Context: an optimization exercise on an open-source flow, tuned for small area and a short achievable clock period. The choices shown serve that exercise and are no tape-out recipe. RTL that was checked went through simulation tests only; none was proved equivalent to the original. The RTL of run 1 was laid out without a check of its function.

**flow/design.v**
```verilog
`default_nettype none
`default_nettype wire
`default_nettype none
package md5_pkg;
    typedef logic [32-1:0] word_t;
    typedef struct packed {
        word_t d;
        word_t c;
        word_t b;
        word_t a;
    } state_t;
    typedef logic [512-1:0] block_t;               
    typedef logic [$clog2(16)-1:0] step_t;
    typedef enum logic [1:0] {
        RND_F,
        RND_G,
        RND_H,
        RND_I
    } round_e;
    typedef enum logic {
        ST_IDLE,
        ST_RUN
    } stage_state_e;
endpackage
`default_nettype wire
`timescale 1ns/1ns
`default_nettype none
module md5_const_rom
#(
    parameter logic [1:0] ROUND = md5_pkg::RND_F
)
(
    input  logic [3:0]  i_step,
    output logic [31:0] o_k_next,
    output logic [4:0]  o_shift
);
    localparam logic [2047:0] K_ALL = {
        32'hd76aa478, 32'he8c7b756, 32'h242070db, 32'hc1bdceee,
        32'hf57c0faf, 32'h4787c62a, 32'ha8304613, 32'hfd469501,
        32'h698098d8, 32'h8b44f7af, 32'hffff5bb1, 32'h895cd7be,
        32'h6b901122, 32'hfd987193, 32'ha679438e, 32'h49b40821,
        32'hf61e2562, 32'hc040b340, 32'h265e5a51, 32'he9b6c7aa,
        32'hd62f105d, 32'h02441453, 32'hd8a1e681, 32'he7d3fbc8,
        32'h21e1cde6, 32'hc33707d6, 32'hf4d50d87, 32'h455a14ed,
        32'ha9e3e905, 32'hfcefa3f8, 32'h676f02d9, 32'h8d2a4c8a,
        32'hfffa3942, 32'h8771f681, 32'h6d9d6122, 32'hfde5380c,
        32'ha4beea44, 32'h4bdecfa9, 32'hf6bb4b60, 32'hbebfbc70,
        32'h289b7ec6, 32'heaa127fa, 32'hd4ef3085, 32'h04881d05,
        32'hd9d4d039, 32'he6db99e5, 32'h1fa27cf8, 32'hc4ac5665,
        32'hf4292244, 32'h432aff97, 32'hab9423a7, 32'hfc93a039,
        32'h655b59c3, 32'h8f0ccc92, 32'hffeff47d, 32'h85845dd1,
        32'h6fa87e4f, 32'hfe2ce6e0, 32'ha3014314, 32'h4e0811a1,
        32'hf7537e82, 32'hbd3af235, 32'h2ad7d2bb, 32'heb86d391
    };
    localparam logic [79:0] S_ALL = {
        5'd7, 5'd12, 5'd17, 5'd22,
        5'd5, 5'd9,  5'd14, 5'd20,
        5'd4, 5'd11, 5'd16, 5'd23,
        5'd6, 5'd10, 5'd15, 5'd21
    };
    logic [5:0] k_idx;
    assign k_idx = {ROUND, 4'd0} + {2'd0, i_step} + 6'd1;
    always_comb
    begin
        o_k_next = K_ALL[2047 - 32 * k_idx -: 32];
        o_shift  = S_ALL[79 - 20 * ROUND - 5 * i_step[1:0] -: 5];
    end
endmodule
`default_nettype wire
`timescale 1ns/1ns
`default_nettype none
module md5_round_stage
#(
    parameter logic [1:0] ROUND = md5_pkg::RND_F
)
(
    input  wire logic   Clk,
    input  wire logic   Rst_n,
    input  wire logic   i_load,
    input  md5_pkg::state_t      i_work,
    input  md5_pkg::block_t      i_msg,       
    input  md5_pkg::state_t      i_chain,
    input  md5_pkg::word_t       i_x,         
    output logic        o_done,
    output md5_pkg::state_t      o_work,      
    output md5_pkg::block_t      o_msg,       
    output md5_pkg::state_t      o_chain,
    output md5_pkg::word_t       o_x,         
    output md5_pkg::state_t      o_work_q,
    output md5_pkg::word_t       o_rot
);
    function automatic integer sig(input integer r, input integer t);
        case (r)
            0:       sig = t % 16;
            1:       sig = (1 + 5 * t) % 16;
            2:       sig = (5 + 3 * t) % 16;
            default: sig = (7 * t) % 16;
        endcase
    endfunction
    function automatic integer sig_inv(input integer r, input integer w);
        case (r)
            0:       sig_inv = w % 16;
            1:       sig_inv = (13 * (w + 15)) % 16;
            2:       sig_inv = (11 * (w + 11)) % 16;
            default: sig_inv = (7 * w) % 16;
        endcase
    endfunction
    localparam integer R = ROUND;
    logic                  act_q;
    logic                  last_q;
    logic [3:0]            cnt_q;
    md5_pkg::state_t       work_q;
    md5_pkg::block_t       msg_q;
    md5_pkg::state_t       chain_q;
    md5_pkg::word_t        x_q;
    md5_pkg::word_t        k_next;
    logic [4:0]            shift;
    md5_pkg::word_t        f_val;
    md5_pkg::word_t        sum;
    md5_pkg::word_t        rot;
    md5_pkg::word_t        m_next;
    md5_pkg::block_t       msg_rot;
    md5_pkg::block_t       msg_out;
    md5_const_rom #(
        .ROUND    (ROUND)
    ) u_rom (
        .i_step   (cnt_q),
        .o_k_next (k_next),
        .o_shift  (shift)
    );
    always_comb
    begin
        unique case (ROUND)
            md5_pkg::RND_F: f_val = (work_q.b & work_q.c) | (~work_q.b & work_q.d);
            md5_pkg::RND_G: f_val = (work_q.b & work_q.d) | (work_q.c & ~work_q.d);
            md5_pkg::RND_H: f_val = work_q.b ^ work_q.c ^ work_q.d;
            md5_pkg::RND_I: f_val = work_q.c ^ (work_q.b | ~work_q.d);
        endcase
    end
    assign sum     = f_val + x_q;
    localparam integer S0 = (R == 0) ? 7  : (R == 1) ? 5  : (R == 2) ? 4  : 6;
    localparam integer S1 = (R == 0) ? 12 : (R == 1) ? 9  : (R == 2) ? 11 : 10;
    localparam integer S2 = (R == 0) ? 17 : (R == 1) ? 14 : (R == 2) ? 16 : 15;
    localparam integer S3 = (R == 0) ? 22 : (R == 1) ? 20 : (R == 2) ? 23 : 21;
    always_comb
    begin
        unique case (cnt_q[1:0])
            2'd0: rot = (sum << S0) | (sum >> (32 - S0));
            2'd1: rot = (sum << S1) | (sum >> (32 - S1));
            2'd2: rot = (sum << S2) | (sum >> (32 - S2));
            2'd3: rot = (sum << S3) | (sum >> (32 - S3));
        endcase
    end
    assign o_work.a = work_q.d;
    assign o_work.b = work_q.b + rot;
    assign o_work.c = work_q.b;
    assign o_work.d = work_q.c;
    genvar p;
    generate
        for (p = 0; p < 16; p = p + 1)
        begin : g_word
            assign msg_rot[32 * p +: 32] = msg_q[32 * ((p + 1) % 16) +: 32];
            assign msg_out[32 * p +: 32] =
                msg_q[32 * ((sig_inv(R, sig((R + 1) % 4, p)) + 1) % 16) +: 32];
        end
    endgenerate
    localparam integer P_NEXT0 = (sig_inv(R, sig((R + 1) % 4, 0)) + 1) % 16;
    assign o_done = last_q;
    assign m_next = last_q ? msg_q[32 * P_NEXT0 +: 32] : msg_q[32 +: 32];
    assign o_x    = work_q.d + k_next + m_next;
    assign o_msg    = msg_out;
    assign o_chain  = chain_q;
    assign o_work_q = work_q;
    assign o_rot    = rot;
    always_ff @(posedge Clk or posedge Rst_n)
    begin
        if (Rst_n)
        begin
            act_q  <= 1'b0;
            last_q <= 1'b0;
            cnt_q  <= '0;
        end
        else if (i_load)
        begin
            act_q  <= 1'b1;
            last_q <= 1'b0;
            cnt_q  <= '0;
        end
        else
        begin
            cnt_q  <= cnt_q + 1'b1;
            last_q <= act_q && (cnt_q == 4'd14);
            if (cnt_q == 4'd15)
                act_q <= 1'b0;
        end
    end
    always_ff @(posedge Clk)
    begin
        if (i_load)
        begin
            work_q  <= i_work;
            msg_q   <= i_msg;
            chain_q <= i_chain;
            x_q     <= i_x;
        end
        else
        begin
            work_q  <= o_work;
            msg_q   <= msg_rot;
            x_q     <= o_x;
        end
    end
endmodule
`default_nettype wire
`timescale 1ns/1ns
`default_nettype none
module md5_digest_stage
(
    input  md5_pkg::state_t      i_state,
    input  md5_pkg::state_t      i_chain,
    output md5_pkg::state_t      o_digest
);
    assign o_digest.a = i_state.a + i_chain.a;
    assign o_digest.b = i_state.b + i_chain.b;
    assign o_digest.c = i_state.c + i_chain.c;
    assign o_digest.d = i_state.d + i_chain.d;
endmodule
`default_nettype wire
`timescale 1ns/1ns
`default_nettype none
module md5_core
(
    input  wire logic   Clk,
    input  wire logic   Rst_n,
    input  wire logic   i_valid,
    input  md5_pkg::block_t      i_block,
    input  md5_pkg::state_t      i_chain,
    output logic        o_valid,
    output md5_pkg::state_t      o_digest
);
    logic            done_0, done_1, done_2, done_3;
    md5_pkg::state_t work_0, work_1, work_2, work_3;
    md5_pkg::block_t msg_0, msg_1, msg_2;
    md5_pkg::state_t chain_0, chain_1, chain_2, chain_3;
    md5_pkg::word_t  x_0, x_1, x_2;
    md5_pkg::word_t  x_in;
    md5_pkg::state_t work_q_3;
    md5_pkg::word_t  rot_3;
    md5_pkg::state_t digest;
    assign x_in = i_chain.a + 32'hd76aa478 + i_block[31:0];
    md5_round_stage #(.ROUND(md5_pkg::RND_F)) u_rnd_f (
        .Clk      (Clk),
        .Rst_n    (Rst_n),
        .i_load   (i_valid),
        .i_work   (i_chain),
        .i_msg    (i_block),
        .i_chain  (i_chain),
        .i_x      (x_in),
        .o_done   (done_0),
        .o_work   (work_0),
        .o_msg    (msg_0),
        .o_chain  (chain_0),
        .o_x      (x_0),
        .o_work_q (),
        .o_rot    ()
    );
    md5_round_stage #(.ROUND(md5_pkg::RND_G)) u_rnd_g (
        .Clk      (Clk),
        .Rst_n    (Rst_n),
        .i_load   (done_0),
        .i_work   (work_0),
        .i_msg    (msg_0),
        .i_chain  (chain_0),
        .i_x      (x_0),
        .o_done   (done_1),
        .o_work   (work_1),
        .o_msg    (msg_1),
        .o_chain  (chain_1),
        .o_x      (x_1),
        .o_work_q (),
        .o_rot    ()
    );
    md5_round_stage #(.ROUND(md5_pkg::RND_H)) u_rnd_h (
        .Clk      (Clk),
        .Rst_n    (Rst_n),
        .i_load   (done_1),
        .i_work   (work_1),
        .i_msg    (msg_1),
        .i_chain  (chain_1),
        .i_x      (x_1),
        .o_done   (done_2),
        .o_work   (work_2),
        .o_msg    (msg_2),
        .o_chain  (chain_2),
        .o_x      (x_2),
        .o_work_q (),
        .o_rot    ()
    );
    md5_round_stage #(.ROUND(md5_pkg::RND_I)) u_rnd_i (
        .Clk      (Clk),
        .Rst_n    (Rst_n),
        .i_load   (done_2),
        .i_work   (work_2),
        .i_msg    (msg_2),
        .i_chain  (chain_2),
        .i_x      (x_2),
        .o_done   (done_3),
        .o_work   (work_3),
        .o_msg    (),
        .o_chain  (chain_3),
        .o_x      (),
        .o_work_q (work_q_3),
        .o_rot    (rot_3)
    );
    md5_digest_stage u_digest (
        .i_state  (work_q_3),
        .i_chain  (chain_3),
        .o_digest (digest)
    );
    logic fin_q;
    always_ff @(posedge Clk or posedge Rst_n)
    begin
        if (Rst_n)
        begin
            fin_q   <= 1'b0;
            o_valid <= 1'b0;
        end
        else
        begin
            fin_q   <= done_3;
            o_valid <= fin_q;
        end
    end
    always_ff @(posedge Clk)
        o_digest <= digest;
endmodule
`default_nettype wire
```
**flow/run.sh**
```bash
#!/bin/bash
# synth_recipe.tcl (not shown) runs the flow's synth.tcl, then flattens the netlist and writes it again
# the make line also repeats each setting of config.mk as NAME=value (left out here)
make -C /OpenROAD-flow-scripts/flow DESIGN_CONFIG=/design/flow/config.mk WORK_HOME=/design/flow/orfs CLKGATE_MAP_FILE= SYNTH_SCRIPT=/design/flow/synth_recipe.tcl finish
```
**flow/config.mk**
```make
export PLATFORM = sky130hd
export DESIGN_NAME = md5_core
export DESIGN_NICKNAME = md5_core
export VERILOG_FILES = /design/flow/design.v
export SDC_FILE = /design/flow/constraint.sdc
export NUM_CORES = 4
export LEC_CHECK = 0
export CAP_MARGIN = 20
export CORE_MARGIN = 2
export CORE_UTILIZATION = 40
export SLEW_MARGIN = 20
```
**flow/constraint.sdc**
```tcl
create_clock -name core_clock -period 11.0 [get_ports {Clk}]
set_input_delay 2.2000 -clock core_clock [delete_from_list [all_inputs] [get_ports {Clk}]]
set_output_delay 2.2000 -clock core_clock [all_outputs]
set_load 0.01 [all_outputs]
```
==> impl_metrics.py, run 1 <==
metrics = {
    "detailed_routing": {
        "drt-pass1-iter-count": 7,
        "drc_errors": 0,
        "dr.first_iter.drc_count": 11980,
        "vias": 108900,
        "ant_nets": 0,
        "wire_per_inst_um": 29.59,
        "via_per_inst": 5.651,
        "routed_wirelength_mm": 570.1,
    },
    "logic_synthesis": {
        "async_reset_ff_share_pct": 0.7980,
        "synth_enable_flop_cells": 512,
        "post_synth.cell_area_avg_um2": 10.97,
        "synthDistinctLibCells": 104,
        "post_synth_inst_count": 13470,
        "yosys_warnings": 9,
        "synth.cell_area_mm2": 0.1478,
        "ys_seq_area_share_pct": 47.69,
        "synthesis.nets": 14890,
        "synthFlopType": "sky130_fd_sc_hd__dfxtp_1",
        "synthesized_flop_and_latch_total": 3258,
    },
    "critical_path": {
        "cp-end-kind": "flip-flop",
        "crit-reg2reg-capture": "u_rnd_h.x_q[30]$_DFF_P_",
        "critPathKind": "flip-flop to flip-flop",
        "timing.critical_path.from": "u_rnd_h.cnt_q[0]$_DFF_PP0_",
        "worst-r2r-setup-slack_ns": 2.27,
        "cp.required_ns": 11.85,
        "crit_path_start_kind": "flip-flop",
        "critical_path_capture_point": "u_rnd_h.x_q[30]$_DFF_P_",
        "r2r_path_start": "u_rnd_h.cnt_q[0]$_DFF_PP0_",
        "timing.critical_path.arrival_ns": 9.59,
        "r2r_cells": 26,
        "cp_max_fo": 46,
    },
    "final_layout": {
        "nets": 15510,
        "post-route-util_pct": 46.88,
        "mostFrequentLayoutCells": "sky130_fd_sc_hd__dfxtp_1 (2720), sky130_fd_sc_hd__mux2_2 (2438), sky130_fd_sc_hd__nand2_1 (839)",
        "layout-drive-gt1-share_pct": 22.81,
        "final_common_cell": "sky130_fd_sc_hd__dfxtp_1",
        "area_delta_synth_final_pct": 16.85,
    },
    "floorplan": {
        "fp.coreArea_mm2": 0.3683,
        "floorplan.initialDensity_pct": 40.12,
        "io_pins": 772,
        "dieHeight_um": 611.8,
        "die_area_mm2": 0.3743,
        "rows": 223,
        "die_w_um": 611.8,
    },
    "global_route": {
        "initial_antenna_violation_count": 143,
        "first_global_vias": 102000,
        "grt_max_degree": 175,
        "wire_length_of_the_first_global_routing_pass_mm": 784.8,
        "grt.overflow.total": 0,
        "grtUsageTotal_pct": 29.35,
    },
    "min_path": {
        "hp-class": "flip-flop to flip-flop",
    },
    "sta": {
        "final.setup.tns_ns": 0,
        "hold_viol": 0,
        "drv_slew": 0,
        "timing.final.ws_setup_ns": 2.265,
        "post-route-period-util_pct": 79.41,
        "rsz0062_at_grt": "no",
        "final_period_minus_worst_setup_slack_ns": 8.735,
        "setup_violations": 0,
        "worstMarginPinSlew_ns": 1.347,
        "max_clock_freq_ghz": 0.1145,
        "max-slew-margin-rel_pct": 10.02,
        "finClkSkew_ns": 0.06446,
    },
    "clock_tree": {
        "clock-root-buffer": "sky130_fd_sc_hd__clkbuf_16",
        "clk_pin_slew_ns": 0.07,
        "clock_latency_ns": 0.98,
        "h-tree-depth": 5,
        "clock_sinks": 3258,
        "hold_buffers": 0,
        "tritoncts_clock_tree": "yes",
        "clock_tree.buffer_depth": 4,
        "post_cts.repair.setup_buffers": 0,
        "cts_resized": 0,
        "numCtsBuffers": 342,
    },
    "flow_run": {
        "cap_violations": 0,
    },
    "outcome": {
        "result_of_the_run": "complete, no violations",
    },
    "placement": {
        "place.gp.congestion": 1.018,
        "buffer_ports.inserted": 771,
        "detailed_place_hpwl_mm": 451.6,
        "pre_cts_ws_ns": 2.619,
    },
}
[kinds of logic (layout without fill, tap and decap cells)]
family	count (synthesis)	in the layout	share of synthesized area, %
AO/OA/AOI/OAI	2811	2811	12.24
XOR/XNOR	598	598	3.598
adder cells (fa/ha/maj)	774	774	7.270
buffers and inverters	1285	2190	3.275
flip-flops	3258	3258	47.69
multiplexers	2551	2551	19.35
other	0	50	0
AND/OR/NAND/NOR	2196	2196	6.573
[stage by stage]
step	cell area (um2)	instances	hold slack (ns)
after floorplan	147800	13470	0.3312
after global placement	160700	18590	0.3324
after detailed placement	160700	18590	0.3365
after CTS	172500	19220	0.3424
after global routing	172600	19240	0.3656
final	172700	19270	0.3372
[worst max-delay path, cell delays in order, from the launching register on]
cell and delay [ns]:
sky130_fd_sc_hd__dfrtp_1 0.32, sky130_fd_sc_hd__buf_4 0.41, sky130_fd_sc_hd__inv_1 0.43, sky130_fd_sc_hd__ha_1 0.60
sky130_fd_sc_hd__o211a_1 0.29, sky130_fd_sc_hd__o21ai_1 0.53, sky130_fd_sc_hd__xor2_4 0.59, sky130_fd_sc_hd__buf_4 0.56
sky130_fd_sc_hd__nor2_1 0.18, sky130_fd_sc_hd__nor2_1 0.19, sky130_fd_sc_hd__nor2_1 0.06, sky130_fd_sc_hd__o32ai_1 0.36
sky130_fd_sc_hd__o21ai_0 0.19, sky130_fd_sc_hd__fa_1 0.48, sky130_fd_sc_hd__inv_1 0.08, sky130_fd_sc_hd__ha_1 0.24
sky130_fd_sc_hd__a211o_1 0.32, sky130_fd_sc_hd__a211oi_1 0.37, sky130_fd_sc_hd__o21ai_0 0.27, sky130_fd_sc_hd__a311oi_1 0.50
sky130_fd_sc_hd__o21ai_0 0.31, sky130_fd_sc_hd__a311o_1 0.47, sky130_fd_sc_hd__nand2_1 0.12, sky130_fd_sc_hd__o21ai_0 0.12
sky130_fd_sc_hd__xor2_1 0.28, sky130_fd_sc_hd__nand2_1 0.21, sky130_fd_sc_hd__o2111ai_1 0.12
[worst min path at each step]
| stage | start | endpoint | slack [ns] | depth (start not counted) |
|---|---|---|---|---|
| 2_1_floorplan | u_rnd_i.last_q$_DFF_PP0_ | fin_q$_DFF_PP0_ | 0.33 | 0 |
| 3_3_place_gp | fin_q$_DFF_PP0_ | o_valid$_DFF_PP0_ | 0.33 | 0 |
| 3_5_place_dp | u_rnd_i.last_q$_DFF_PP0_ | fin_q$_DFF_PP0_ | 0.34 | 0 |
| 4_1_cts | u_rnd_i.last_q$_DFF_PP0_ | fin_q$_DFF_PP0_ | 0.34 | 0 |
| 5_1_grt | fin_q$_DFF_PP0_ | o_valid$_DFF_PP0_ | 0.37 | 0 |
| 6_report | u_rnd_i.last_q$_DFF_PP0_ | fin_q$_DFF_PP0_ | 0.34 | 0 |
[cells in the mapped netlist, types with 49 or more instances]
master / instances / area (um2)
sky130_fd_sc_hd__buf_1: 65 / 244.0
sky130_fd_sc_hd__xnor2_1: 421 / 3687
sky130_fd_sc_hd__fa_1: 141 / 2823
sky130_fd_sc_hd__nor3_1: 145 / 725.7
sky130_fd_sc_hd__o21bai_1: 64 / 480.5
sky130_fd_sc_hd__o21ai_0: 644 / 3223
sky130_fd_sc_hd__nand3_1: 175 / 875.8
sky130_fd_sc_hd__o211ai_1: 81 / 608.1
sky130_fd_sc_hd__o31ai_1: 50 / 375.4
sky130_fd_sc_hd__mux2i_1: 112 / 1121
sky130_fd_sc_hd__a221oi_1: 128 / 1121
sky130_fd_sc_hd__dfxtp_1: 2720 / 54450
sky130_fd_sc_hd__and3_1: 49 / 306.5
sky130_fd_sc_hd__nand2b_1: 75 / 469.2
sky130_fd_sc_hd__clkbuf_1: 602 / 2260
sky130_fd_sc_hd__nand2_1: 840 / 3153
sky130_fd_sc_hd__ha_1: 633 / 7920
sky130_fd_sc_hd__nor2_1: 653 / 2451
sky130_fd_sc_hd__inv_1: 598 / 2245
sky130_fd_sc_hd__nor2b_1: 78 / 488.0
sky130_fd_sc_hd__edfxtp_1: 512 / 15370
sky130_fd_sc_hd__a211oi_1: 125 / 938.4
sky130_fd_sc_hd__xor2_1: 168 / 1471
sky130_fd_sc_hd__a31oi_1: 104 / 650.6
sky130_fd_sc_hd__a21o_1: 235 / 1764
sky130_fd_sc_hd__mux2_2: 2438 / 27450
sky130_fd_sc_hd__o21a_1: 81 / 608.1
sky130_fd_sc_hd__a21oi_1: 815 / 4079
[state kept, by name, indices dropped and copies added (netlist names), 32 cells and up]
register / cells
o_digest: 128
u_rnd_f.chain_q: 128
u_rnd_f.msg_q: 512
u_rnd_f.work_q: 96
u_rnd_f.x_q: 32
u_rnd_g.chain_q: 128
u_rnd_g.msg_q: 512
u_rnd_g.work_q: 96
u_rnd_g.x_q: 32
u_rnd_h.chain_q: 128
u_rnd_h.msg_q: 512
u_rnd_h.work_q: 96
u_rnd_h.x_q: 32
u_rnd_i.chain_q: 128
u_rnd_i.msg_q: 512
u_rnd_i.work_q: 128
u_rnd_i.x_q: 32
[per-layer routing]
metal / share of wire (%) / global-route usage [%] / vias to the layer above
met1: 41 / 38.57 / 53300
met3: 8.1 / 5.911 / 1042
met2: 44 / 45.31 / 4752
li1: - / - / 49700
met4: 6.1 / 15.78 / 66
met5: 0.079 / 0 / -
[cell type report]
type	instances	area (um2)
antenna	50	125.1
clock buffer	491	10130
clock inverter	138	1749
fill	34310	195600
inverter	607	2278
multi-input combinational	8930	72620
sequential	3258	70490
tap	4837	6052
timing repair buffer	954	9229
==> run 2, diff against run 1 <==
--- a/flow/design.v
+++ b/flow/design.v
@@ -58,11 +58,11 @@
         5'd4, 5'd11, 5'd16, 5'd23,
         5'd6, 5'd10, 5'd15, 5'd21
     };
-    logic [5:0] k_idx;
-    assign k_idx = {ROUND, 4'd0} + {2'd0, i_step} + 6'd1;
+    localparam logic [2079:0] K_EXT = {K_ALL, K_ALL[2047 -: 32]};
+    localparam logic [511:0] K_NEXT = K_EXT[2079 - 512 * ROUND - 32 -: 512];
     always_comb
     begin
-        o_k_next = K_ALL[2047 - 32 * k_idx -: 32];
+        o_k_next = K_NEXT[511 - 32 * i_step -: 32];
         o_shift  = S_ALL[79 - 20 * ROUND - 5 * i_step[1:0] -: 5];
     end
 endmodule
--- a/flow/config.mk
+++ b/flow/config.mk
@@ -8,4 +8,5 @@
 export CAP_MARGIN = 20
 export CORE_MARGIN = 2
 export CORE_UTILIZATION = 40
+export SETUP_SLACK_MARGIN = 5
 export SLEW_MARGIN = 20
==> impl_metrics.py, run 2 <==
metrics = {
    "logic_synthesis": {
        "ys_seq_area_share_pct": 50.47,
        "yosys_warnings": 9,
        "synth.cell_area_mm2": 0.1397,
        "synth_top_area_share_pct": 38.99,
        "synthesized_flop_and_latch_total": 3258,
        "synthDistinctLibCells": 104,
        "synth_enable_flop_cells": 512,
        "synthFlopType": "sky130_fd_sc_hd__dfxtp_1",
        "synth_top_area_cell": "sky130_fd_sc_hd__dfxtp_1",
        "largest_family_of_logic_cells_by_synthesized_area": "multiplexers",
        "async_reset_ff_share_pct": 0.7980,
        "post_synth_inst_count": 11940,
        "synth-simple-area-share_pct": 5.243,
        "synth-compound-area-share_pct": 9.710,
        "share_of_the_synthesized_netlist_area_taken_by_xor_and_xnor_gates_pct": 3.720,
        "dominant_cell_by_count_in_the_synthesized_netlist": "sky130_fd_sc_hd__dfxtp_1",
        "adder_cell_area_share_of_the_yosys_netlist_pct": 7.397,
        "yosys-mux-area-fraction_pct": 20.54,
        "synth.top_cells.by_count": "sky130_fd_sc_hd__dfxtp_1 (2720), sky130_fd_sc_hd__mux2_2 (2445), sky130_fd_sc_hd__a21oi_1 (620)",
        "synth_top_cells_by_area": "sky130_fd_sc_hd__dfxtp_1 (39%), sky130_fd_sc_hd__mux2_2 (20%), sky130_fd_sc_hd__edfxtp_1 (11%)",
        "synthesis.nets": 13330,
        "post_synth.cell_area_avg_um2": 11.69,
    },
    "clock_tree": {
        "clock-root-buffer": "sky130_fd_sc_hd__clkbuf_16",
        "numCtsBuffers": 340,
        "hold_buffers": 0,
        "tritoncts_clock_tree": "yes",
        "clk_pin_slew_ns": 0.07,
        "clock_tree.buffer_depth": 4,
        "h-tree-depth": 5,
        "clock_sinks": 3258,
        "clock_latency_ns": 0.99,
    },
    "sta": {
        "max_clock_freq_ghz": 0.1592,
        "setup_violations": 0,
        "final_period_minus_worst_setup_slack_ns": 6.280,
        "worstMarginPinSlew_ns": 1.359,
        "drv_slew": 0,
        "max-slew-margin-rel_pct": 9.368,
        "rsz0062_at_grt": "yes",
        "finClkSkew_ns": 0.08771,
        "post-route-period-util_pct": 57.09,
        "hold_viol": 0,
        "timing.final.ws_setup_ns": 4.720,
        "final.setup.tns_ns": 0,
    },
    "min_path": {
        "hp-class": "flip-flop to flip-flop",
    },
    "global_route": {
        "initial_antenna_violation_count": 123,
        "wire_length_of_the_first_global_routing_pass_mm": 730.0,
        "grt_max_degree": 171,
        "first_global_vias": 96860,
        "grtUsageTotal_pct": 28.79,
        "grt.overflow.total": 0,
    },
    "placement": {
        "pre_cts_ws_ns": 3.317,
        "detailed_place_hpwl_mm": 420.8,
        "dp.cells": 16920,
        "place.gp.congestion": 1.046,
        "buffer_ports.inserted": 771,
    },
    "detailed_routing": {
        "via_per_inst": 5.564,
        "vias": 98900,
        "ant_nets": 0,
        "drt-pass1-iter-count": 10,
        "drc_errors": 0,
        "routed_wirelength_mm": 530.4,
        "wire_per_inst_um": 29.84,
        "dr.first_iter.drc_count": 10060,
    },
    "floorplan": {
        "floorplan.initialDensity_pct": 40.28,
        "rows": 216,
        "dieHeight_um": 594.9,
        "die_area_mm2": 0.3539,
        "fp.coreArea_mm2": 0.3467,
        "io_pins": 772,
        "die_w_um": 594.9,
    },
    "final_layout": {
        "final_common_cell": "sky130_fd_sc_hd__dfxtp_1",
        "final_cells": 17770,
        "final.fill_count": 30960,
        "layout.area.seq_mm2": 0.07065,
        "layout-drive-gt1-share_pct": 29.93,
        "area_delta_synth_final_pct": 21.14,
        "mostFrequentLayoutCells": "sky130_fd_sc_hd__dfxtp_1 (2646), sky130_fd_sc_hd__mux2_2 (2431), sky130_fd_sc_hd__clkdlybuf4s50_1 (768)",
        "multi_input_comb_area_mm2": 0.06862,
        "nets": 14260,
    },
    "critical_path": {
        "cp.required_ns": 11.75,
        "timing.critical_path.arrival_ns": 7.03,
        "cp-end-kind": "flip-flop",
        "crit_path_start_kind": "flip-flop",
        "critPathKind": "flip-flop to flip-flop",
        "cp_max_fo": 6,
    },
    "outcome": {
        "result_of_the_run": "complete, no violations",
    },
    "flow_run": {
        "cap_violations": 0,
    },
}
## run 2: routing by layer
layer,vias to the layer above,wire (um),GRT usage [%]
met1,49100,226300,38.48
met4,68,32090,14.56
met3,1026,38060,5.275
met5,-,440,0
li1,44590,-,-
met2,4117,233500,44.54
## run 2: kinds of logic after synthesis
group / after synthesis
AOI/OAI and AO/OA: 2087
xor gates and xnor gates: 590
adders and majority gates: 741
buffers and inverters: 1087
DFF: 3258
muxes: 2560
and+or+nand+nor: 1621
## run 2: critical path, stage by stage (launching register included)
cell,delay [ns]
sky130_fd_sc_hd__dfxtp_1,0.32
sky130_fd_sc_hd__inv_1,0.39
sky130_fd_sc_hd__nor2_1,0.12
sky130_fd_sc_hd__xnor2_1,0.15
sky130_fd_sc_hd__ha_1,0.40
sky130_fd_sc_hd__a2111oi_2,0.51
sky130_fd_sc_hd__and3_1,0.30
sky130_fd_sc_hd__a211oi_4,0.07
sky130_fd_sc_hd__a41o_1,0.29
sky130_fd_sc_hd__a221o_2,0.44
sky130_fd_sc_hd__a31oi_4,0.28
sky130_fd_sc_hd__xnor2_4,0.18
sky130_fd_sc_hd__nand2_2,0.11
sky130_fd_sc_hd__a21oi_4,0.24
sky130_fd_sc_hd__ha_4,0.24
sky130_fd_sc_hd__o211ai_1,0.21
sky130_fd_sc_hd__nand2_2,0.12
sky130_fd_sc_hd__a41oi_4,0.33
sky130_fd_sc_hd__a211oi_4,0.15
sky130_fd_sc_hd__o311ai_2,0.27
sky130_fd_sc_hd__a21bo_2,0.26
sky130_fd_sc_hd__buf_6,0.11
sky130_fd_sc_hd__buf_6,0.11
sky130_fd_sc_hd__nand2b_4,0.05
sky130_fd_sc_hd__a21oi_2,0.14
sky130_fd_sc_hd__xor2_1,0.22
sky130_fd_sc_hd__o21ai_1,0.11
## run 2: per-stage QoR
step	utilization (%)	hold slack [ns]	instance area, um2
detailed placement	43.95	0.3410	152400
finish	48.79	0.3632	169200
global placement	43.93	0.3347	152300
floorplan	-	0.3312	139700
CTS	48.15	0.3605	167000
global route	48.78	0.3640	169100
## run 2: area by class of cell
type                            instances  area share [%]
Antenna cell                           44         0.06508
Clock buffer                          488           5.835
Clock inverter                        128          0.7899
Inverter                              590           1.334
Multi-Input combinational cell       7600           40.56
Sequential cell                      3258           41.76
Tap cell                             4578           3.386
Timing Repair Buffer                 1088           6.269
## run 2: worst paths after layout
path,from,endpoint,slack (ns),cells after the start
max,u_rnd_i.work_q[109]$_DFF_P_,u_rnd_i.work_q[57]$_DFF_P_,4.72,26
min,u_rnd_i.last_q$_DFF_PP0_,fin_q$_DFF_PP0_,0.36,0
max reg2reg,u_rnd_i.work_q[109]$_DFF_P_,u_rnd_i.work_q[57]$_DFF_P_,4.72,26
min reg2reg,u_rnd_i.last_q$_DFF_PP0_,fin_q$_DFF_PP0_,0.36,0
max in group asynchronous,Rst_n,u_rnd_i.cnt_q[0]$_DFF_PP0_,8.64,3
min in group asynchronous,Rst_n,u_rnd_f.cnt_q[2]$_DFF_PP0_,1.74,3
## run 2: what timing repair did
action,in CTS,in global routing
resized for setup,538,311
endpoints found under the setup margin,184,128
setup buffers,118,73
gates cloned,3,3
pin swaps,182,188
==> run 3, diff against run 2 <==
--- a/flow/design.v
+++ b/flow/design.v
@@ -58,7 +58,7 @@
         5'd4, 5'd11, 5'd16, 5'd23,
         5'd6, 5'd10, 5'd15, 5'd21
     };
-    localparam logic [2079:0] K_EXT = {K_ALL, K_ALL[2047 -: 32]};
+    localparam logic [2079:0] K_EXT = {K_ALL, 32'd0};
     localparam logic [511:0] K_NEXT = K_EXT[2079 - 512 * ROUND - 32 -: 512];
     always_comb
     begin
@@ -87,7 +87,7 @@
     output md5_pkg::state_t      o_chain,
     output md5_pkg::word_t       o_x,         
     output md5_pkg::state_t      o_work_q,
-    output md5_pkg::word_t       o_rot
+    output md5_pkg::word_t       o_x_q
 );
     function automatic integer sig(input integer r, input integer t);
         case (r)
@@ -105,19 +105,25 @@
             default: sig_inv = (7 * w) % 16;
         endcase
     endfunction
-    localparam integer R = ROUND;
+    localparam integer R     = ROUND;
+    localparam logic   FIRST = (ROUND == md5_pkg::RND_F);
+    localparam logic   LAST  = (ROUND == md5_pkg::RND_I);
+    localparam integer OFF   = FIRST ? 16 : 15;
+    localparam integer M_POS = FIRST ? 0 : 1;
     logic                  act_q;
     logic                  last_q;
+    logic                  prep_q;
     logic [3:0]            cnt_q;
     md5_pkg::state_t       work_q;
     md5_pkg::block_t       msg_q;
     md5_pkg::state_t       chain_q;
     md5_pkg::word_t        x_q;
+    md5_pkg::word_t        k_rom;
     md5_pkg::word_t        k_next;
-    logic [4:0]            shift;
     md5_pkg::word_t        f_val;
     md5_pkg::word_t        sum;
     md5_pkg::word_t        rot;
+    md5_pkg::word_t        step_res;
     md5_pkg::word_t        m_next;
     md5_pkg::block_t       msg_rot;
     md5_pkg::block_t       msg_out;
@@ -125,8 +131,8 @@
         .ROUND    (ROUND)
     ) u_rom (
         .i_step   (cnt_q),
-        .o_k_next (k_next),
-        .o_shift  (shift)
+        .o_k_next (k_rom),
+        .o_shift  ()
     );
     always_comb
     begin
@@ -137,7 +143,7 @@
             md5_pkg::RND_I: f_val = work_q.c ^ (work_q.b | ~work_q.d);
         endcase
     end
-    assign sum     = f_val + x_q;
+    assign sum = f_val + x_q;
     localparam integer S0 = (R == 0) ? 7  : (R == 1) ? 5  : (R == 2) ? 4  : 6;
     localparam integer S1 = (R == 0) ? 12 : (R == 1) ? 9  : (R == 2) ? 11 : 10;
     localparam integer S2 = (R == 0) ? 17 : (R == 1) ? 14 : (R == 2) ? 16 : 15;
@@ -151,8 +157,9 @@
             2'd3: rot = (sum << S3) | (sum >> (32 - S3));
         endcase
     end
+    assign step_res = work_q.b + rot;
     assign o_work.a = work_q.d;
-    assign o_work.b = work_q.b + rot;
+    assign o_work.b = step_res;
     assign o_work.c = work_q.b;
     assign o_work.d = work_q.c;
     genvar p;
@@ -161,55 +168,96 @@
         begin : g_word
             assign msg_rot[32 * p +: 32] = msg_q[32 * ((p + 1) % 16) +: 32];
             assign msg_out[32 * p +: 32] =
-                msg_q[32 * ((sig_inv(R, sig((R + 1) % 4, p)) + 1) % 16) +: 32];
+                msg_q[32 * ((sig_inv(R, sig((R + 1) % 4, p)) + 32 - OFF) % 16) +: 32];
         end
     endgenerate
-    localparam integer P_NEXT0 = (sig_inv(R, sig((R + 1) % 4, 0)) + 1) % 16;
+    localparam integer P_NEXT0 = (sig_inv(R, sig((R + 1) % 4, 0)) + 32 - OFF) % 16;
+    generate
+        if (FIRST)
+            assign k_next = prep_q ? 32'hd76aa478 : k_rom;
+        else
+            assign k_next = k_rom;
+        if (LAST)
+            assign m_next = last_q ? chain_q.a : msg_q[32 * M_POS +: 32];
+        else
+            assign m_next = last_q ? msg_q[32 * P_NEXT0 +: 32] : msg_q[32 * M_POS +: 32];
+    endgenerate
     assign o_done = last_q;
-    assign m_next = last_q ? msg_q[32 * P_NEXT0 +: 32] : msg_q[32 +: 32];
     assign o_x    = work_q.d + k_next + m_next;
     assign o_msg    = msg_out;
     assign o_chain  = chain_q;
     assign o_work_q = work_q;
-    assign o_rot    = rot;
+    assign o_x_q    = x_q;
     always_ff @(posedge Clk or posedge Rst_n)
     begin
         if (Rst_n)
         begin
             act_q  <= 1'b0;
             last_q <= 1'b0;
+            prep_q <= 1'b0;
             cnt_q  <= '0;
         end
         else if (i_load)
         begin
             act_q  <= 1'b1;
             last_q <= 1'b0;
-            cnt_q  <= '0;
+            prep_q <= FIRST;
+            cnt_q  <= FIRST ? 4'd15 : 4'd0;
         end
         else
         begin
             cnt_q  <= cnt_q + 1'b1;
             last_q <= act_q && (cnt_q == 4'd14);
-            if (cnt_q == 4'd15)
+            prep_q <= 1'b0;
+            if (last_q)
                 act_q <= 1'b0;
         end
     end
-    always_ff @(posedge Clk)
-    begin
-        if (i_load)
-        begin
-            work_q  <= i_work;
-            msg_q   <= i_msg;
-            chain_q <= i_chain;
-            x_q     <= i_x;
+    generate
+        if (FIRST)
+        begin : g_first
+            always_ff @(posedge Clk)
+            begin
+                if (i_load)
+                begin
+                    work_q.a <= i_work.b;
+                    work_q.b <= i_work.c;
+                    work_q.c <= i_work.d;
+                    work_q.d <= i_work.a;
+                    msg_q    <= i_msg;
+                    chain_q  <= i_chain;
+                end
+                else
+                begin
+                    work_q.a <= o_work.a;
+                    work_q.b <= prep_q ? work_q.a : o_work.b;
+                    work_q.c <= o_work.c;
+                    work_q.d <= o_work.d;
+                    msg_q    <= msg_rot;
+                end
+                x_q <= o_x;
+            end
         end
         else
-        begin
-            work_q  <= o_work;
-            msg_q   <= msg_rot;
-            x_q     <= o_x;
+        begin : g_next
+            always_ff @(posedge Clk)
+            begin
+                if (i_load)
+                begin
+                    work_q  <= i_work;
+                    msg_q   <= i_msg;
+                    chain_q <= i_chain;
+                    x_q     <= i_x;
+                end
+                else
+                begin
+                    work_q  <= o_work;
+                    msg_q   <= msg_rot;
+                    x_q     <= o_x;
+                end
+            end
         end
-    end
+    endgenerate
 endmodule
 `default_nettype wire
 `timescale 1ns/1ns
@@ -217,10 +265,11 @@
 module md5_digest_stage
 (
     input  md5_pkg::state_t      i_state,
+    input  md5_pkg::word_t       i_sum_a,     
     input  md5_pkg::state_t      i_chain,
     output md5_pkg::state_t      o_digest
 );
-    assign o_digest.a = i_state.a + i_chain.a;
+    assign o_digest.a = i_sum_a;
     assign o_digest.b = i_state.b + i_chain.b;
     assign o_digest.c = i_state.c + i_chain.c;
     assign o_digest.d = i_state.d + i_chain.d;
@@ -243,11 +292,9 @@
     md5_pkg::block_t msg_0, msg_1, msg_2;
     md5_pkg::state_t chain_0, chain_1, chain_2, chain_3;
     md5_pkg::word_t  x_0, x_1, x_2;
-    md5_pkg::word_t  x_in;
     md5_pkg::state_t work_q_3;
-    md5_pkg::word_t  rot_3;
+    md5_pkg::word_t  x_q_3;
     md5_pkg::state_t digest;
-    assign x_in = i_chain.a + 32'hd76aa478 + i_block[31:0];
     md5_round_stage #(.ROUND(md5_pkg::RND_F)) u_rnd_f (
         .Clk      (Clk),
         .Rst_n    (Rst_n),
@@ -255,14 +302,14 @@
         .i_work   (i_chain),
         .i_msg    (i_block),
         .i_chain  (i_chain),
-        .i_x      (x_in),
+        .i_x      ('0),
         .o_done   (done_0),
         .o_work   (work_0),
         .o_msg    (msg_0),
         .o_chain  (chain_0),
         .o_x      (x_0),
         .o_work_q (),
-        .o_rot    ()
+        .o_x_q    ()
     );
     md5_round_stage #(.ROUND(md5_pkg::RND_G)) u_rnd_g (
         .Clk      (Clk),
@@ -278,7 +325,7 @@
         .o_chain  (chain_1),
         .o_x      (x_1),
         .o_work_q (),
-        .o_rot    ()
+        .o_x_q    ()
     );
     md5_round_stage #(.ROUND(md5_pkg::RND_H)) u_rnd_h (
         .Clk      (Clk),
@@ -294,7 +341,7 @@
         .o_chain  (chain_2),
         .o_x      (x_2),
         .o_work_q (),
-        .o_rot    ()
+        .o_x_q    ()
     );
     md5_round_stage #(.ROUND(md5_pkg::RND_I)) u_rnd_i (
         .Clk      (Clk),
@@ -310,10 +357,11 @@
         .o_chain  (chain_3),
         .o_x      (),
         .o_work_q (work_q_3),
-        .o_rot    (rot_3)
+        .o_x_q    (x_q_3)
     );
     md5_digest_stage u_digest (
         .i_state  (work_q_3),
+        .i_sum_a  (x_q_3),
         .i_chain  (chain_3),
         .o_digest (digest)
     );
==> impl_metrics.py, run 3 <==
metrics = {
    "clock_tree": {
        "clk_pin_slew_ns": 0.06,
        "h-tree-depth": 5,
        "clock_latency_ns": 1.00,
        "clock_sinks": 3259,
        "numCtsBuffers": 348,
        "tritoncts_clock_tree": "yes",
        "clock_tree.buffer_depth": 4,
        "clock-root-buffer": "sky130_fd_sc_hd__clkbuf_16",
    },
    "critical_path": {
        "crit_slowest_cell": "sky130_fd_sc_hd__dfxtp_1",
        "critical_path.n_buffers_inverters": 4,
        "crit_path_max_incr_delay_ns": 0.65,
        "timing.critical_path.from": "u_rnd_h.work_q[58]$_DFF_P_",
        "cp_max_fo": 9,
        "critical_path.top_delay_family": "compound AO/OA/AOI/OAI gates",
        "crit-reg2reg-capture": "u_rnd_h.work_q[62]$_DFF_P_",
        "r2r_cells": 26,
        "critPathKind": "flip-flop to flip-flop",
        "r2r_path_start": "u_rnd_h.work_q[58]$_DFF_P_",
        "cp-end-kind": "flip-flop",
        "timing.critical_path.arrival_ns": 7.13,
        "cp.required_ns": 11.77,
        "crit_path_start_kind": "flip-flop",
        "worst-r2r-setup-slack_ns": 4.64,
    },
    "logic_synthesis": {
        "synthesis.nets": 12790,
        "synthesized_flop_and_latch_total": 3259,
        "post_synth.cell_area_avg_um2": 11.89,
        "dominant_cell_by_count_in_the_synthesized_netlist": "sky130_fd_sc_hd__dfxtp_1",
        "synth_enable_flop_cells": 512,
        "synth_top_area_share_pct": 39.85,
        "synth_top_area_cell": "sky130_fd_sc_hd__dfxtp_1",
        "post_synth_inst_count": 11490,
        "ys_seq_area_share_pct": 51.59,
        "synthFlopType": "sky130_fd_sc_hd__dfxtp_1",
        "synth.top_cells.by_count": "sky130_fd_sc_hd__dfxtp_1 (2720), sky130_fd_sc_hd__mux2_2 (2422), sky130_fd_sc_hd__a21oi_1 (581)",
        "yosys_warnings": 9,
        "synth.cell_area_mm2": 0.1367,
        "synthDistinctLibCells": 101,
        "async_reset_ff_share_pct": 0.8285,
        "synth_top_cells_by_area": "sky130_fd_sc_hd__dfxtp_1 (40%), sky130_fd_sc_hd__mux2_2 (20%), sky130_fd_sc_hd__edfxtp_1 (11%)",
    },
    "floorplan": {
        "die_w_um": 588.5,
        "rows": 214,
        "io_pins": 772,
        "fp.coreArea_mm2": 0.3401,
        "dieHeight_um": 588.5,
        "die_area_mm2": 0.3463,
        "floorplan.initialDensity_pct": 40.19,
    },
    "sta": {
        "final.setup.tns_ns": 0,
        "drv_slew": 0,
        "finClkSkew_ns": 0.08669,
        "hold_viol": 0,
        "rsz0062_at_grt": "yes",
        "post-route-period-util_pct": 57.80,
        "timing.final.ws_setup_ns": 4.642,
        "final_period_minus_worst_setup_slack_ns": 6.358,
        "setup_violations": 0,
        "worstMarginPinSlew_ns": 1.299,
        "max-slew-margin-rel_pct": 10.95,
        "max_clock_freq_ghz": 0.1573,
    },
    "global_route": {
        "first_global_vias": 92860,
        "wire_length_of_the_first_global_routing_pass_mm": 692.7,
        "grt.overflow.total": 0,
        "grtUsageTotal_pct": 27.89,
        "initial_antenna_violation_count": 106,
        "grt_max_degree": 156,
    },
    "detailed_routing": {
        "ant_nets": 0,
        "wire_per_inst_um": 29.16,
        "drc_errors": 0,
        "maxUsedRoutingLayer": "met5",
        "drt-pass1-iter-count": 10,
        "via_per_inst": 5.456,
        "vias": 94400,
        "met1_length_mm": 210.9,
        "routed_wirelength_mm": 504.5,
        "dr_wl_met3_mm": 34.88,
        "dr.first_iter.drc_count": 9271,
        "dr_wl_met2_mm": 226.7,
    },
    "min_path": {
        "hp-class": "flip-flop to flip-flop",
        "hold_path_end": "u_rnd_g.chain_q[27]$_DFFE_PP_",
        "min_from": "u_rnd_f.chain_q[27]$_DFFE_PP_",
        "worst_hold_path.num_cells": 0,
    },
    "placement": {
        "place.gp.congestion": 1.031,
        "buffer_ports.inserted": 771,
        "detailed_place_hpwl_mm": 396.3,
        "pre_cts_ws_ns": 3.324,
    },
    "final_layout": {
        "layout-drive-gt1-share_pct": 31.83,
        "post-route-util_pct": 49.29,
        "area_delta_synth_final_pct": 22.65,
        "layout.area.seq_mm2": 0.07073,
        "final_common_cell": "sky130_fd_sc_hd__dfxtp_1",
        "final.fill_count": 30070,
        "mostFrequentLayoutCells": "sky130_fd_sc_hd__dfxtp_1 (2629), sky130_fd_sc_hd__mux2_2 (2411), sky130_fd_sc_hd__clkdlybuf4s50_1 (770)",
        "nets": 13740,
        "multi_input_comb_area_mm2": 0.06645,
    },
    "outcome": {
        "result_of_the_run": "complete, no violations",
    },
    "flow_run": {
        "cap_violations": 0,
    },
}
[run 3: changes by cell type in the layout (fill, tap and decap cells not counted), moves of 24 or more]
cell                      before  now
sky130_fd_sc_hd__a21o_1      252  211
sky130_fd_sc_hd__a21oi_1     544  472
sky130_fd_sc_hd__a21oi_2      67   92
sky130_fd_sc_hd__buf_4       261  285
sky130_fd_sc_hd__ha_1        541  448
sky130_fd_sc_hd__inv_1       556  481
sky130_fd_sc_hd__mux2i_1     110  161
sky130_fd_sc_hd__nor2_1      477  404
sky130_fd_sc_hd__nor3_1       98   73
sky130_fd_sc_hd__o21ai_0     366  333
sky130_fd_sc_hd__xnor2_1     364  310
[run 3: worst max-delay path by stage]
| stage | to | cells past startpoint |
|---|---|---|
| after detailed placement | u_rnd_g.work_q[62]$_DFF_P_ | 26 |
| final | u_rnd_h.work_q[62]$_DFF_P_ | 26 |
| after global placement | u_rnd_h.x_q[31]$_DFF_P_ | 22 |
| after CTS | u_rnd_i.work_q[60]$_DFF_P_ | 27 |
| after floorplan | u_rnd_i.work_q[60]$_DFF_P_ | 27 |
| after global routing | u_rnd_h.work_q[62]$_DFF_P_ | 29 |
[run 3: through the flow]
stage               instances  instance area, um2  hold slack (ns)
CTS                     17160              164500           0.3242
floorplan               11490              136700           0.3312
global route            17280              167600           0.3356
detailed placement      16420              149300           0.3395
global placement        16410              149300           0.3420
finish                  17300              167600           0.3419
[run 3: worst register-to-register path, delay by kind of cell (launching register included)]
family	cells	cell delay, ns
fa+ha+maj	2	0.64
mux	1	0.08
flops	1	0.65
compound gates	12	3.05
buf+inv	4	0.53
xor+xnor	4	0.71
simple gates	3	0.55
[run 3: area by class of cell]
cell class | count | share of cell area, %
Antenna cell | 30 | 0.04479
Clock buffer | 480 | 5.907
Clock inverter | 159 | 1.226
Inverter | 519 | 1.194
Multi-Input combinational cell | 7214 | 39.64
Sequential cell | 3259 | 42.20
Tap cell | 4536 | 3.386
Timing Repair Buffer | 1104 | 6.402
[run 3: cells by family after synthesis]
group                      count (synthesis)  share of synthesized area [%]
and+or+nand+nor                         1491                          4.918
AOI/OAI and AO/OA                       1924                          9.167
adders and majority gates                655                          6.761
buffers and inverters                   1021                          2.807
xor gates and xnor gates                 540                          3.471
muxes                                   2603                          21.29
DFF                                     3259                          51.59
[run 3: routing by layer]
metal,vias to the layer above,global-route usage [%]
met5,-,0
met4,32,15.34
met3,918,4.850
met2,3700,43.77
met1,46730,36.50
li1,43020,-
[run 3: repair_timing]
action | 4_1_cts | 5_1_grt
setup endpoints to repair | 202 | 133
resized for setup | 529 | 421
pin swaps | 160 | 213
hold buffers | 0 | 0
setup buffers | 101 | 108
gates cloned | 3 | 5
==> run 4, diff against run 3 <==
--- a/flow/config.mk
+++ b/flow/config.mk
@@ -5,6 +5,7 @@
 export SDC_FILE = /design/flow/constraint.sdc
 export NUM_CORES = 4
 export LEC_CHECK = 0
+export ABC_AREA = 1
 export CAP_MARGIN = 20
 export CORE_MARGIN = 2
 export CORE_UTILIZATION = 40
==> impl_metrics.py, run 4 <==
metrics = {
    "outcome": {
        "result_of_the_run": "complete, no violations",
    },
    "final_layout": {
        "post-route-util_pct": 47.03,
        "mostFrequentLayoutCells": "sky130_fd_sc_hd__nand2_1 (4468), sky130_fd_sc_hd__o21ai_0 (2760), sky130_fd_sc_hd__dfxtp_1 (2718)",
        "area_delta_synth_final_pct": 16.89,
        "layout-drive-gt1-share_pct": 4.473,
        "nets": 19240,
        "final_common_cell": "sky130_fd_sc_hd__nand2_1",
    },
    "placement": {
        "pre_cts_ws_ns": 4.714,
        "buffer_ports.inserted": 771,
        "place.gp.congestion": 1.030,
        "detailed_place_hpwl_mm": 468.4,
    },
    "detailed_routing": {
        "ant_nets": 0,
        "dr_wl_met2_mm": 247.8,
        "drc_errors": 0,
        "dr.first_iter.drc_count": 12490,
        "dr_wl_met3_mm": 40.84,
        "routed_wirelength_mm": 577.3,
        "met1_length_mm": 254.9,
        "wire_per_inst_um": 25.24,
        "vias": 118100,
        "drt-pass1-iter-count": 7,
        "maxUsedRoutingLayer": "met5",
        "via_per_inst": 5.165,
    },
    "logic_synthesis": {
        "synth.top_cells.by_count": "sky130_fd_sc_hd__nand2_1 (4468), sky130_fd_sc_hd__o21ai_0 (2771), sky130_fd_sc_hd__dfxtp_1 (2720)",
        "post_synth.cell_area_avg_um2": 8.074,
        "yosys_warnings": 9,
        "async_reset_ff_share_pct": 0.8285,
        "synth_top_area_share_pct": 38.70,
        "dominant_cell_by_count_in_the_synthesized_netlist": "sky130_fd_sc_hd__nand2_1",
        "synthesis.nets": 18730,
        "post_synth_inst_count": 17430,
        "synth_top_cells_by_area": "sky130_fd_sc_hd__dfxtp_1 (39%), sky130_fd_sc_hd__nand2_1 (12%), sky130_fd_sc_hd__edfxtp_1 (11%)",
        "ys_seq_area_share_pct": 50.10,
        "synth_top_area_cell": "sky130_fd_sc_hd__dfxtp_1",
        "synthDistinctLibCells": 76,
        "synth.cell_area_mm2": 0.1407,
        "synthFlopType": "sky130_fd_sc_hd__dfxtp_1",
        "synth_enable_flop_cells": 512,
        "synthesized_flop_and_latch_total": 3259,
    },
    "clock_tree": {
        "clock-root-buffer": "sky130_fd_sc_hd__clkbuf_16",
        "tritoncts_clock_tree": "yes",
        "h-tree-depth": 5,
        "numCtsBuffers": 344,
        "clock_latency_ns": 0.97,
        "clock_sinks": 3259,
        "clk_pin_slew_ns": 0.06,
        "clock_tree.buffer_depth": 4,
    },
    "min_path": {
        "min_from": "fin_q$_DFF_PP0_",
        "hold_path_end": "o_valid$_DFF_PP0_",
        "worst_hold_path.num_cells": 0,
        "hp-class": "flip-flop to flip-flop",
    },
    "global_route": {
        "initial_antenna_violation_count": 74,
        "grtUsageTotal_pct": 31.32,
        "first_global_vias": 109100,
        "grt_max_degree": 227,
        "wire_length_of_the_first_global_routing_pass_mm": 797.7,
        "grt.overflow.total": 0,
    },
    "sta": {
        "post-route-period-util_pct": 52.57,
        "final_period_minus_worst_setup_slack_ns": 5.783,
        "worstMarginPinSlew_ns": 1.196,
        "hold_viol": 0,
        "final.setup.tns_ns": 0,
        "max_clock_freq_ghz": 0.1729,
        "finClkSkew_ns": 0.09808,
        "setup_violations": 0,
        "worst_hold_slack_ns": 0.3512,
        "max-slew-margin-rel_pct": 20.28,
        "rsz0062_at_grt": "yes",
        "timing.final.ws_setup_ns": 5.217,
        "drv_slew": 0,
    },
    "floorplan": {
        "fp.coreArea_mm2": 0.3497,
        "die_w_um": 597.1,
        "rows": 217,
        "io_pins": 772,
        "dieHeight_um": 597.1,
        "floorplan.initialDensity_pct": 40.24,
        "die_area_mm2": 0.3565,
    },
    "critical_path": {
        "r2r_path_start": "u_rnd_h.work_q[96]$_DFF_P_",
        "cp_max_fo": 4,
        "timing.critical_path.arrival_ns": 6.66,
        "cp-end-kind": "flip-flop",
        "worst-r2r-setup-slack_ns": 5.22,
        "r2r_cells": 24,
        "cp.required_ns": 11.88,
        "critPathKind": "flip-flop to flip-flop",
        "crit-reg2reg-capture": "u_rnd_i.work_q[49]$_DFF_P_",
        "crit_path_start_kind": "flip-flop",
    },
    "flow_run": {
        "cap_violations": 0,
    },
}
[run 4: changes by cell type in the layout (fill, tap and decap cells not counted), sizes merged, moves of 101 or more]
| cell | change |
|---|---|
| nand2 | +3926 |
| mux2 | -2424 |
| buf | -229 |
| a21o | -150 |
| mux2i | -160 |
| xnor2 | -235 |
| a221oi | -101 |
| o21ai | +2451 |
| xor2 | +113 |
| inv | +1857 |
| nand3 | +391 |
| nor2 | +258 |
[run 4: final cells by class]
cell class              instances  area [um2]
well taps                    4599        5754
fillers                     34550      185200
multi-input cells           11100       58830
flip-flops and latches       3259       70520
repair buffers                866        8627
diodes                         58       145.1
clock buffers                 492        9986
repair inverters                1       5.005
clock inverters               131        1652
inverters                    2375        8964
[run 4: worst max path at each step]
| stage | startpoint | end | slack (ns) | depth (start not counted) |
|---|---|---|---|---|
| 2_1_floorplan | u_rnd_h.last_q$_DFF_PP0_ | u_rnd_i.x_q[21]$_DFF_P_ | 5.57 | 19 |
| 3_3_place_gp | u_rnd_g.cnt_q[0]$_DFF_PP0_ | u_rnd_h.x_q[23]$_DFF_P_ | 4.69 | 24 |
| 3_5_place_dp | u_rnd_g.cnt_q[0]$_DFF_PP0_ | u_rnd_g.x_q[23]$_DFF_P_ | 4.71 | 24 |
| 4_1_cts | u_rnd_g.cnt_q[0]$_DFF_PP0_ | u_rnd_h.x_q[23]$_DFF_P_ | 5.00 | 24 |
| 5_1_grt | u_rnd_f.cnt_q[0]$_DFF_PP0_ | u_rnd_g.x_q[26]$_DFF_P_ | 4.99 | 24 |
| 6_report | u_rnd_h.work_q[96]$_DFF_P_ | u_rnd_i.work_q[49]$_DFF_P_ | 5.22 | 24 |
[run 4: per-layer routing]
| metal | vias up | GRT usage [%] |
|---|---|---|
| met5 | - | 0.2840 |
| met4 | 20 | 16.27 |
| met3 | 871 | 4.953 |
| met2 | 4296 | 47.24 |
| met1 | 55750 | 43.16 |
| li1 | 57210 | - |
[run 4: worst max-delay path, stage by stage, from the launching register on]
cell	delay, ns
sky130_fd_sc_hd__dfxtp_1	0.53
sky130_fd_sc_hd__xnor2_1	0.19
sky130_fd_sc_hd__xor2_1	0.16
sky130_fd_sc_hd__inv_1	0.07
sky130_fd_sc_hd__ha_1	0.21
sky130_fd_sc_hd__fa_1	0.44
sky130_fd_sc_hd__nand3_1	0.10
sky130_fd_sc_hd__nand2_1	0.15
sky130_fd_sc_hd__a21oi_2	0.28
sky130_fd_sc_hd__o21ai_1	0.18
sky130_fd_sc_hd__xnor2_1	0.68
sky130_fd_sc_hd__o2111ai_1	0.17
sky130_fd_sc_hd__nand2_1	0.17
sky130_fd_sc_hd__inv_1	0.10
sky130_fd_sc_hd__ha_1	0.28
sky130_fd_sc_hd__nand3_1	0.08
sky130_fd_sc_hd__nand3_1	0.12
sky130_fd_sc_hd__a21oi_2	0.34
sky130_fd_sc_hd__o21bai_2	0.14
sky130_fd_sc_hd__a21oi_1	0.25
sky130_fd_sc_hd__o21ai_1	0.20
sky130_fd_sc_hd__a21oi_1	0.32
sky130_fd_sc_hd__or2_1	0.17
sky130_fd_sc_hd__nand3_1	0.23
sky130_fd_sc_hd__nand2_1	0.14
[run 4: what timing repair did]
action / 4_1_cts / 5_1_grt
endpoints found under the setup margin: 49 / 125
cloned: 0 / 1
resized for setup: 5 / 52
pin swaps: 0 / 2
hold buffers: 0 / 0
setup buffers: 0 / 3
[run 4: cell families after synthesis]
kind of cell               Yosys count  synth area share (%)
AOI/OAI and AO/OA                 4044                 15.46
xor gates and xnor gates           417                 2.606
adders and majority gates          655                 6.566
buffers and inverters             3073                 8.237
DFF                               3259                 50.10
muxes                               19                0.1352
and+or+nand+nor                   5960                 16.89
[run 4: stage by stage]
stage	cells	area (um2)
detailed placement	22190	152400
CTS	22810	164100
finish	22880	164500
global route	22850	164400
global placement	22190	152400
floorplan	17430	140700
==> run 5, diff against run 4 <==
--- a/flow/design.v
+++ b/flow/design.v
@@ -127,10 +127,13 @@
     md5_pkg::word_t        m_next;
     md5_pkg::block_t       msg_rot;
     md5_pkg::block_t       msg_out;
+    logic [3:0]            cnt_d;
+    md5_pkg::word_t        k_q;
+    assign cnt_d = i_load ? (FIRST ? 4'd15 : 4'd0) : cnt_q + 1'b1;
     md5_const_rom #(
         .ROUND    (ROUND)
     ) u_rom (
-        .i_step   (cnt_q),
+        .i_step   (cnt_d),
         .o_k_next (k_rom),
         .o_shift  ()
     );
@@ -172,11 +175,10 @@
         end
     endgenerate
     localparam integer P_NEXT0 = (sig_inv(R, sig((R + 1) % 4, 0)) + 32 - OFF) % 16;
+    always_ff @(posedge Clk)
+        k_q <= (FIRST && i_load) ? 32'hd76aa478 : k_rom;
+    assign k_next = k_q;
     generate
-        if (FIRST)
-            assign k_next = prep_q ? 32'hd76aa478 : k_rom;
-        else
-            assign k_next = k_rom;
         if (LAST)
             assign m_next = last_q ? chain_q.a : msg_q[32 * M_POS +: 32];
         else
@@ -202,11 +204,11 @@
             act_q  <= 1'b1;
             last_q <= 1'b0;
             prep_q <= FIRST;
-            cnt_q  <= FIRST ? 4'd15 : 4'd0;
+            cnt_q  <= cnt_d;
         end
         else
         begin
-            cnt_q  <= cnt_q + 1'b1;
+            cnt_q  <= cnt_d;
             last_q <= act_q && (cnt_q == 4'd14);
             prep_q <= 1'b0;
             if (last_q)
==> flow/flow/run.sh (new file) <==
#!/bin/bash
# Own flow: the standard layout (standard.sh, unchanged synthesis), with
# two placement/repair settings added to config.mk:
#  - port buffers are buf_1 cells instead of the resizer's default choice.
# The clock period and constraints are the standard flow's own (constraint.sdc).
set -euo pipefail
cat >> config.mk <<'EOC'
export SETUP_SLACK_MARGIN = 6.5
export BUFFER_PORTS_ARGS = -buffer_cell sky130_fd_sc_hd__buf_1
EOC
bash standard.sh > standard.log 2>&1
==> flow/standard.sh (new file) <==
#!/bin/bash
# synth_recipe.tcl (not shown) runs the flow's synth.tcl, then flattens the netlist and writes it again
# the make line also repeats each setting of config.mk as NAME=value (left out here)
make -C /OpenROAD-flow-scripts/flow DESIGN_CONFIG=/design/flow/config.mk WORK_HOME=/design/flow/orfs CLKGATE_MAP_FILE= SYNTH_SCRIPT=/design/flow/synth_recipe.tcl "${@:-finish}"
--- a/flow/config.mk
+++ b/flow/config.mk
@@ -8,6 +8,7 @@
 export ABC_AREA = 1
 export CAP_MARGIN = 20
 export CORE_MARGIN = 2
-export CORE_UTILIZATION = 40
-export SETUP_SLACK_MARGIN = 5
+export CORE_UTILIZATION = 50
 export SLEW_MARGIN = 20
+export SETUP_SLACK_MARGIN = 6.5
+export BUFFER_PORTS_ARGS = -buffer_cell sky130_fd_sc_hd__buf_1
removed: flow/run.sh
==> impl_metrics.py, run 5 <==
metrics = {
    "outcome": {
        "result_of_the_run": "complete, no violations",
    },
    "sta": {
        "hold_viol": 0,
        "drv_slew": 0,
        "max_clock_freq_ghz": 0.2126,
        "final_period_minus_worst_setup_slack_ns": 4.705,
        "setup_violations": 0,
    },
    "logic_synthesis": {
        "post_synth_inst_count": 17230,
        "synthFlopType": "sky130_fd_sc_hd__dfxtp_1",
        "synth.top_cells.by_count": "sky130_fd_sc_hd__nand2_1 (4499), sky130_fd_sc_hd__o21ai_0 (2876), sky130_fd_sc_hd__dfxtp_1 (2848)",
        "async_reset_ff_share_pct": 0.7972,
        "ys_seq_area_share_pct": 51.37,
        "synth-simple-area-share_pct": 16.88,
        "synthDistinctLibCells": 82,
        "synth_enable_flop_cells": 512,
        "synth_top_area_share_pct": 40.08,
        "post_synth.cell_area_avg_um2": 8.253,
        "share_of_the_synthesized_netlist_area_taken_by_xor_and_xnor_gates_pct": 2.594,
        "synth-compound-area-share_pct": 14.99,
        "synthesis.nets": 18540,
        "synthesized_flop_and_latch_total": 3387,
    },
    "floorplan": {
        "die_w_um": 537.4,
        "dieHeight_um": 537.4,
        "rows": 195,
    },
    "final_layout": {
        "mostFrequentLayoutCells": "sky130_fd_sc_hd__nand2_1 (4278), sky130_fd_sc_hd__o21ai_0 (2662), sky130_fd_sc_hd__dfxtp_1 (2578)",
        "final_cells": 22160,
        "layout-drive-gt1-share_pct": 14.49,
    },
    "clock_tree": {
        "clock_tree.buffer_depth": 4,
        "clock_latency_ns": 0.97,
        "clock-root-buffer": "sky130_fd_sc_hd__clkbuf_16",
        "clk_pin_slew_ns": 0.06,
        "numCtsBuffers": 350,
        "tritoncts_clock_tree": "yes",
    },
    "global_route": {
        "grt_max_degree": 230,
        "first_global_vias": 110800,
        "wire_length_of_the_first_global_routing_pass_mm": 781.3,
    },
    "critical_path": {
        "crit_slowest_cell": "sky130_fd_sc_hd__dfxtp_4",
        "crit_path_start_kind": "flip-flop",
        "cp-end-kind": "flip-flop",
        "crit_path_max_incr_delay_ns": 0.38,
        "cp_max_fo": 5,
    },
    "detailed_routing": {
        "dr.first_iter.drc_count": 14050,
        "ant_nets": 0,
        "via_per_inst": 5.529,
        "drt-pass1-iter-count": 7,
        "wire_per_inst_um": 25.66,
    },
    "min_path": {
        "hp-class": "flip-flop to flip-flop",
    },
}
[run 5: cell count changes after synthesis, moves of 41 or more]
| cell | previous run | this run |
|---|---|---|
| sky130_fd_sc_hd__a21oi_1 | 624 | 583 |
| sky130_fd_sc_hd__buf_2 | 29 | 91 |
| sky130_fd_sc_hd__clkbuf_1 | 623 | 532 |
| sky130_fd_sc_hd__dfxtp_1 | 2720 | 2848 |
| sky130_fd_sc_hd__inv_1 | 2345 | 2036 |
| sky130_fd_sc_hd__o21a_1 | 110 | 23 |
| sky130_fd_sc_hd__o21ai_0 | 2771 | 2876 |
[run 5: path summary, 6_finish.rpt]
| path | depth (start not counted) | slack (ns) | to | startpoint |
|---|---|---|---|---|
| setup / recovery | 28 | 6.30 | u_rnd_h.work_q[52]$_DFF_P_ | u_rnd_h.work_q[51]$_DFF_P_ |
| hold / removal | 0 | 0.37 | o_valid$_DFF_PP0_ | fin_q$_DFF_PP0_ |
| setup reg to reg | 28 | 6.30 | u_rnd_h.work_q[52]$_DFF_P_ | u_rnd_h.work_q[51]$_DFF_P_ |
| max in group asynchronous | 3 | 8.80 | u_rnd_f.last_q$_DFF_PP0_ | Rst_n |
| min in group asynchronous | 3 | 1.46 | u_rnd_i.cnt_q[2]$_DFF_PP0_ | Rst_n |
| hold reg to reg | 0 | 0.37 | o_valid$_DFF_PP0_ | fin_q$_DFF_PP0_ |
[run 5: stage by stage]
step / area, um2 / hold slack (ns)
5_1_grt: 171500 / 0.3650
2_1_floorplan: 142300 / 0.3312
3_3_place_gp: 148200 / 0.3341
3_5_place_dp: 148200 / 0.3358
6_report: 171600 / 0.3719
4_1_cts: 166100 / 0.3652
[run 5: cell families after synthesis]
logic type	after synthesis
muxes	34
buffers and inverters	2748
xor gates and xnor gates	417
adders and majority gates	663
DFF	3387
and+or+nand+nor	5993
AOI/OAI and AO/OA	3992
[run 5: what timing repair did]
action	CTS	global route
cloned	4	4
gates resized for setup	1289	971
pin swaps	171	303
buffers inserted	136	153
endpoints found under the setup margin	216	179
[run 5: final cells by class]
cell class              count  area share (%)
diodes                     24         0.03501
clock buffers             508           5.826
clock inverters           138           1.064
inverters                2065           4.548
multi-input cells       11100           38.86
flip-flops and latches   3387           42.99
well taps                3743           2.730
repair buffers           1195           3.948
[run 5: worst max-delay path, delay by kind of cell (launching register included)]
kind                     cells  cell delay [ns]
XOR/XNOR                     3             0.60
AND/OR/NAND/NOR             14             1.64
adder cells (fa/ha/maj)      3             0.88
flip-flops                   1             0.38
AO/OA/AOI/OAI                4             0.67
buffers and inverters        4             0.40
[run 5: metal layers]
layer	part of all wire [%]	global-route usage, %
met4	5.9	17.50
met3	9.8	8.829
met1	42	52.45
met2	42	55.16
met5	0.050	0

## re-timing with driven ports
In the flow no input, the clock included, has a driving cell. The finished layouts below were timed again as built, in two steps. Step 1 assumes that a clkbuf_16 drives the clock port and a buf_2 every other input. Step 2 times the ports against the registers' clock, not the clock port: input delays grow and output delays shrink by t, the midpoint of the rising clock arrivals with the driver on. a / b / c = no drivers / after step 1 / after step 2; a / b = the first two.
| run | shift t [ns] | setup slack, ns | hold slack, ns | cell pins on the clock port's net |
|---|---|---|---|---|
| run 1 | 1.066 | 2.265 / 2.265 / 2.265 | 0.337 / 0.337 / 0.337 | 1 |
| run 2 | 1.069 | 4.720 / 4.720 / 4.096 | 0.363 / 0.363 / 0.363 | 1 |
| run 3 | 1.067 | 4.642 / 4.642 / 4.642 | 0.342 / 0.342 / 0.342 | 1 |
| run 4 | 1.042 | 5.217 / 5.217 / 5.217 | 0.351 / 0.351 / 0.351 | 1 |
| run 5 | 1.046 | 6.295 / 6.295 / 5.808 | 0.372 / 0.372 / 0.372 | 1 |
After both steps every run listed still meets setup and hold. For run 2, which loses most, drivers alone change the setup slack by 0.000 ns; drivers and shift together by -0.624 ns.
